Context: an optimization exercise on an open-source flow, tuned for small area, a short achievable clock period and few clock cycles per item. The choices shown serve that exercise and are no tape-out recipe.
The RTL was checked by simulation tests, not by an equivalence proof against the original design.

==> inputs of v18 <==
## alu_seq_responder
module alu_seq_responder (
  input  logic                clock,
  input  logic                clear,
  input  logic                in_valid,
  output logic                in_ready,
  input  logic [DATA_W-1:0]   a,
  input  logic [DATA_W-1:0]   b,
  input  logic [3:0]          op,
  output logic                out_valid,
  input  logic                out_ready,
  output logic [2*DATA_W-1:0] result,
  output logic                div_by_zero,
  output logic                illegal_op
);
export LEC_CHECK = 0
export ABC_AREA = 1
export CAP_MARGIN = 20
export CORE_MARGIN = 2
export CORE_UTILIZATION = 50
export SETUP_SLACK_MARGIN = 2.0
export SLEW_MARGIN = 20
export TNS_END_PERCENT = 10
create_clock -name core_clock -period 6.0 [get_ports {clock}]
run.sh (not shown) runs the stock make flow with config.mk's settings and CLKGATE_MAP_FILE= SYNTH_SCRIPT=/design/flow/synth_recipe.tcl, a recipe that flattens the netlist after the stock synthesis.
==> v34: changes against v18 <==
--- a/flow/design.v
+++ b/flow/design.v
@@ -89,15 +89,15 @@
   output logic [2*DATA_W-1:0] result,
   output logic                div_by_zero,
   output logic                illegal_op
 );
   typedef struct packed {
     logic          first;    
     logic          fin;      
-    logic          x1_ra, x1_nra, x1_hi, x1_nlo, x1_nhi, x1_hs, x1_rs;
+    logic          x1_ra, x1_hi, x1_lo, x1_inv, x1_hs, x1_rs;
     logic          d0_one, d0_two, d0_neg, msigned;
     logic          d1_one, d1_two, d1_neg;
     logic          cin, cin2;   
     logic          r_and, r_or, r_add, r_sh, r_ones, ill;
     logic          sh_sign, sh_rot, sh_left, sh_rol;
   } ctl_t;
   ctl_t          c, cn;
@@ -128,31 +128,37 @@
     k  = '0;
     ku = '0;
     k.first = 1'b1;
     k.fin   = 1'b1;
     g0 = booth({a[1], a[0], 1'b0});
     g1 = booth({a[3], a[2], a[1]});
     case (op)
-      OP_AND: begin ku[U_SIMPLE] = 1'b1; k.r_and = 1'b1; end
-      OP_OR:  begin ku[U_SIMPLE] = 1'b1; k.r_or  = 1'b1; end
+      OP_AND: begin
+        ku[U_SIMPLE] = 1'b1; k.r_and = 1'b1;
+        k.x1_ra = 1'b1; k.d0_one = 1'b1;
+      end
+      OP_OR: begin
+        ku[U_SIMPLE] = 1'b1; k.r_or = 1'b1;
+        k.x1_ra = 1'b1; k.d0_one = 1'b1;
+      end
       OP_ADD: begin
         ku[U_SIMPLE] = 1'b1; k.r_add = 1'b1;
         k.x1_ra = 1'b1; k.d0_one = 1'b1;
       end
       OP_SUB: begin
         ku[U_SIMPLE] = 1'b1; k.r_add = 1'b1;
         k.x1_ra = 1'b1; k.d0_one = 1'b1; k.d0_neg = 1'b1; k.cin = 1'b1;
       end
       OP_NEG: begin
         ku[U_SIMPLE] = 1'b1; k.r_add = 1'b1;
-        k.x1_nra = 1'b1; k.cin = 1'b1;
+        k.x1_ra = 1'b1; k.x1_inv = 1'b1; k.cin = 1'b1;
       end
       OP_NOT: begin
         ku[U_SIMPLE] = 1'b1; k.r_add = 1'b1;
-        k.x1_nra = 1'b1;
+        k.x1_ra = 1'b1; k.x1_inv = 1'b1;
       end
       OP_SHR:  begin ku[U_SIMPLE] = 1'b1; k.r_sh = 1'b1; end
       OP_SHRA: begin ku[U_SIMPLE] = 1'b1; k.r_sh = 1'b1; k.sh_sign = 1'b1; end
       OP_ROR:  begin ku[U_SIMPLE] = 1'b1; k.r_sh = 1'b1; k.sh_rot  = 1'b1; end
       OP_SHL:  begin ku[U_SIMPLE] = 1'b1; k.r_sh = 1'b1; k.sh_left = 1'b1; end
       OP_ROL:  begin ku[U_SIMPLE] = 1'b1; k.r_sh = 1'b1; k.sh_rol  = 1'b1; end
       OP_MUL: begin
@@ -168,15 +174,15 @@
         if (b == '0) begin
           ku[U_DZ] = 1'b1;
           k.fin    = 1'b1;
           k.x1_ra  = 1'b1;
           k.r_ones = 1'b1;
         end else if (a[DATA_W-1]) begin
           ku[U_NEGA] = 1'b1;
-          k.x1_nra = 1'b1; k.cin = 1'b1;
+          k.x1_ra = 1'b1; k.x1_inv = 1'b1; k.cin = 1'b1;
         end else if (b[DATA_W-1]) begin
           ku[U_NEGB] = 1'b1;
           k.d0_one = 1'b1; k.d0_neg = 1'b1; k.cin = 1'b1;
         end else begin
           ku[U_CLZ] = 1'b1;
           k.x1_ra = 1'b1;
         end
@@ -191,19 +197,17 @@
   logic [35:0] pp0, pp1, x1, sum;
   logic        ms;
   assign ms   = c.msigned & rb[DATA_W-1];
   assign pp0  = (({36{c.d0_one}} & {{4{ms}}, rb}) |
                  ({36{c.d0_two}} & {{3{ms}}, rb, 1'b0})) ^ {36{c.d0_neg}};
   assign pp1  = (({36{c.d1_one}} & {{4{rb[DATA_W-1]}}, rb}) |
                  ({36{c.d1_two}} & {{3{rb[DATA_W-1]}}, rb, 1'b0})) ^ {36{c.d1_neg}};
-  assign x1[DATA_W-1:0] = ({DATA_W{c.x1_ra}}  & ra)  |
-                          ({DATA_W{c.x1_nra}} & ~ra) |
-                          ({DATA_W{c.x1_hi}}  & hi)  |
-                          ({DATA_W{c.x1_nlo}} & ~lo) |
-                          ({DATA_W{c.x1_nhi}} & ~hi);
+  assign x1[DATA_W-1:0] = (({DATA_W{c.x1_ra}} & ra) |
+                           ({DATA_W{c.x1_hi}} & hi) |
+                           ({DATA_W{c.x1_lo}} & lo)) ^ {DATA_W{c.x1_inv}};
   assign x1[35:DATA_W]  = {4{(c.x1_hs & hi[DATA_W-1]) | (c.x1_rs & hs)}};
   logic [35:0] x3, cs_s, cs_c;
   logic        k1;
   assign x3   = {pp1[33:0], c.cin2 | c.d1_neg, c.cin};
   assign cs_s = x1 ^ pp0 ^ x3;
   assign cs_c = (x1 & pp0) | (x1 & x3) | (pp0 & x3);
   assign k1   = c.d1_neg;
@@ -277,16 +281,16 @@
         end else if (u[U_NEGA] || u[U_NEGB]) begin
           un[U_CLZ] = 1'b1;
           cn.x1_ra  = 1'b1;
         end else if (u[U_CLZ]) begin
           if (qzero) begin
             un[U_FIXR] = 1'b1;
             cn.fin     = 1'b1;
-            cn.x1_hi   = !neg_a;
-            cn.x1_nhi  = neg_a;
+            cn.x1_hi   = 1'b1;
+            cn.x1_inv  = neg_a;
             cn.cin     = neg_a;
           end else begin
             un[U_NORM]  = (sdiff[4:0] != 5'd0);
             un[U_DITER] = (sdiff[4:0] == 5'd0);
             cn.x1_hi  = 1'b1; cn.x1_rs = 1'b1;
             cn.d0_one = 1'b1; cn.d0_neg = 1'b1; cn.cin = 1'b1;
           end
@@ -296,33 +300,33 @@
           cn.d0_one = 1'b1; cn.d0_neg = 1'b1; cn.cin = 1'b1;
         end else if (u[U_DITER] && !last) begin
           un[U_DITER] = 1'b1;
           cn.x1_hi  = 1'b1; cn.x1_rs = 1'b1;
           cn.d0_one = 1'b1; cn.d0_neg = !rneg; cn.cin = !rneg;
         end else if (u[U_DITER] && neg_q) begin
           un[U_FIXQ] = 1'b1;
-          cn.x1_nlo  = 1'b1; cn.cin = 1'b1; cn.r_add = 1'b1;
+          cn.x1_lo = 1'b1; cn.x1_inv = 1'b1; cn.cin = 1'b1; cn.r_add = 1'b1;
         end else if (u[U_DITER] || u[U_FIXQ]) begin
           logic corr;
           corr = u[U_DITER] ? rneg : hs;
           un[U_FIXR] = 1'b1;
           cn.fin     = 1'b1;
-          cn.x1_hi   = !neg_a;
-          cn.x1_nhi  = neg_a;
+          cn.x1_hi   = 1'b1;
+          cn.x1_inv  = neg_a;
           cn.d0_one  = corr;
           cn.d0_neg  = neg_a & corr;
           cn.cin     = neg_a & !corr;
           cn.cin2    = neg_a & corr;
         end
       end
     end
   end
   logic [DATA_W-1:0] simple;
-  assign simple = ({DATA_W{c.r_and}} & (ra & rb)) |
-                  ({DATA_W{c.r_or}}  & (ra | rb)) |
+  assign simple = ({DATA_W{c.r_and | c.r_or}} & cs_c[DATA_W-1:0]) |
+                  ({DATA_W{c.r_or}}  & cs_s[DATA_W-1:0]) |
                   ({DATA_W{c.r_add}} & sum[DATA_W-1:0]) |
                   ({DATA_W{c.r_sh}}  & fsh) |
                   {DATA_W{c.r_ones}};
   always_ff @(posedge clock or negedge clear) begin
     if (!clear) begin
       ev <= 1'b0;
       ov <= 1'b0;
==> flow/config.mk (replaced) <==
export PLATFORM = sky130hd
export DESIGN_NAME = alu_seq_responder
export DESIGN_NICKNAME = alu_seq_responder
export VERILOG_FILES = /design/flow/design.v
export SDC_FILE = /design/flow/constraint.sdc
export NUM_CORES = 4
export LEC_CHECK = 0
export ABC_AREA = 1
export CAP_MARGIN = 20
export CORE_MARGIN = 2
export CORE_UTILIZATION = 55
export SETUP_SLACK_MARGIN = 2.0
export SLEW_MARGIN = 20
==> v6: changes against v18 <==
==> flow/config.mk (replaced) <==
export PLATFORM = sky130hd
export DESIGN_NAME = alu_seq_responder
export DESIGN_NICKNAME = alu_seq_responder
export VERILOG_FILES = /design/flow/design.v
export SDC_FILE = /design/flow/constraint.sdc
export NUM_CORES = 4
export LEC_CHECK = 0
export ABC_AREA = 1
export CAP_MARGIN = 20
export CORE_MARGIN = 2
export CORE_UTILIZATION = 40
export SETUP_SLACK_MARGIN = 2.5
export SLEW_MARGIN = 20
==> flow_metrics.env <==
export IMPL_status="timing/DRC/antenna clean"
export IMPL_drive_above_1_share=0.180
export IMPL_tapcell_inserted=455
export IMPL_global_route_usage_met1=0.664
export IMPL_num_nets_final=3181
export IMPL_max_slew_margin=0.0813
(the above is from v34)
==> flow_metrics.env <==
export IMPL_status="timing/DRC/antenna clean"
export IMPL_num_nets_final=3309
export IMPL_tapcell_inserted=615
export IMPL_max_slew_margin=0.229
(the above is from v6)
==> flow_metrics.env <==
export IMPL_num_nets_final=3206
export IMPL_status="timing/DRC/antenna clean"
export IMPL_postSynthNetCount=3046
export IMPL_drive_above_1_share=0.157
export IMPL_tapcell_inserted=518
export IMPL_yosys_register_bits=179
export IMPL_max_slew_margin=0.163
(the above is from v18)
Testbench counts of v18, summed over its fixed seeds: cycles 12,033, items 3,200.
Testbench counts of v34, summed over its fixed seeds: cycles 12,033, items 3,200.
Testbench counts of v6, summed over its fixed seeds: cycles 12,033, items 3,200.

re-timing with driven ports:
How much do the figures lean on ideal ports? The routed layouts below were timed once more, with nothing changed but the port constraints.
Step 1, drivers: a clkbuf_16 drives clock and a buf_2 each remaining input, both assumed.
Step 2 adds t to the input delays and takes it off the output delays; t is the mean of the earliest and latest rising clock arrival at the registers after step 1. Input paths then give back, and output paths get back, about the clock's delay inside the block.
Three values: no drivers, after step 1, after step 2; two values: the first two.
| run | t, ns | slack for setup (ns) | worst hold slack (ns) | worst register clock-pin slew, ns | worst data-port slew with drivers (ns) |
|---|---|---|---|---|---|
| v18 | 0.558 | 1.610 / 1.610 / 1.401 | 0.454 / 0.454 / 0.454 | 0.08 / 0.08 | 0.05 |
| v34 | 0.518 | 1.596 / 1.596 / 1.565 | 0.421 / 0.421 / 0.421 | 0.09 / 0.09 | 0.05 |
| v6 | 0.561 | 1.926 / 1.926 / 1.790 | 0.431 / 0.431 / 0.431 | 0.09 / 0.09 | 0.05 |
After both steps every run listed still meets setup and hold. For v18, which loses most, drivers alone change the setup slack by 0.000 ns; drivers and shift together by -0.209 ns.
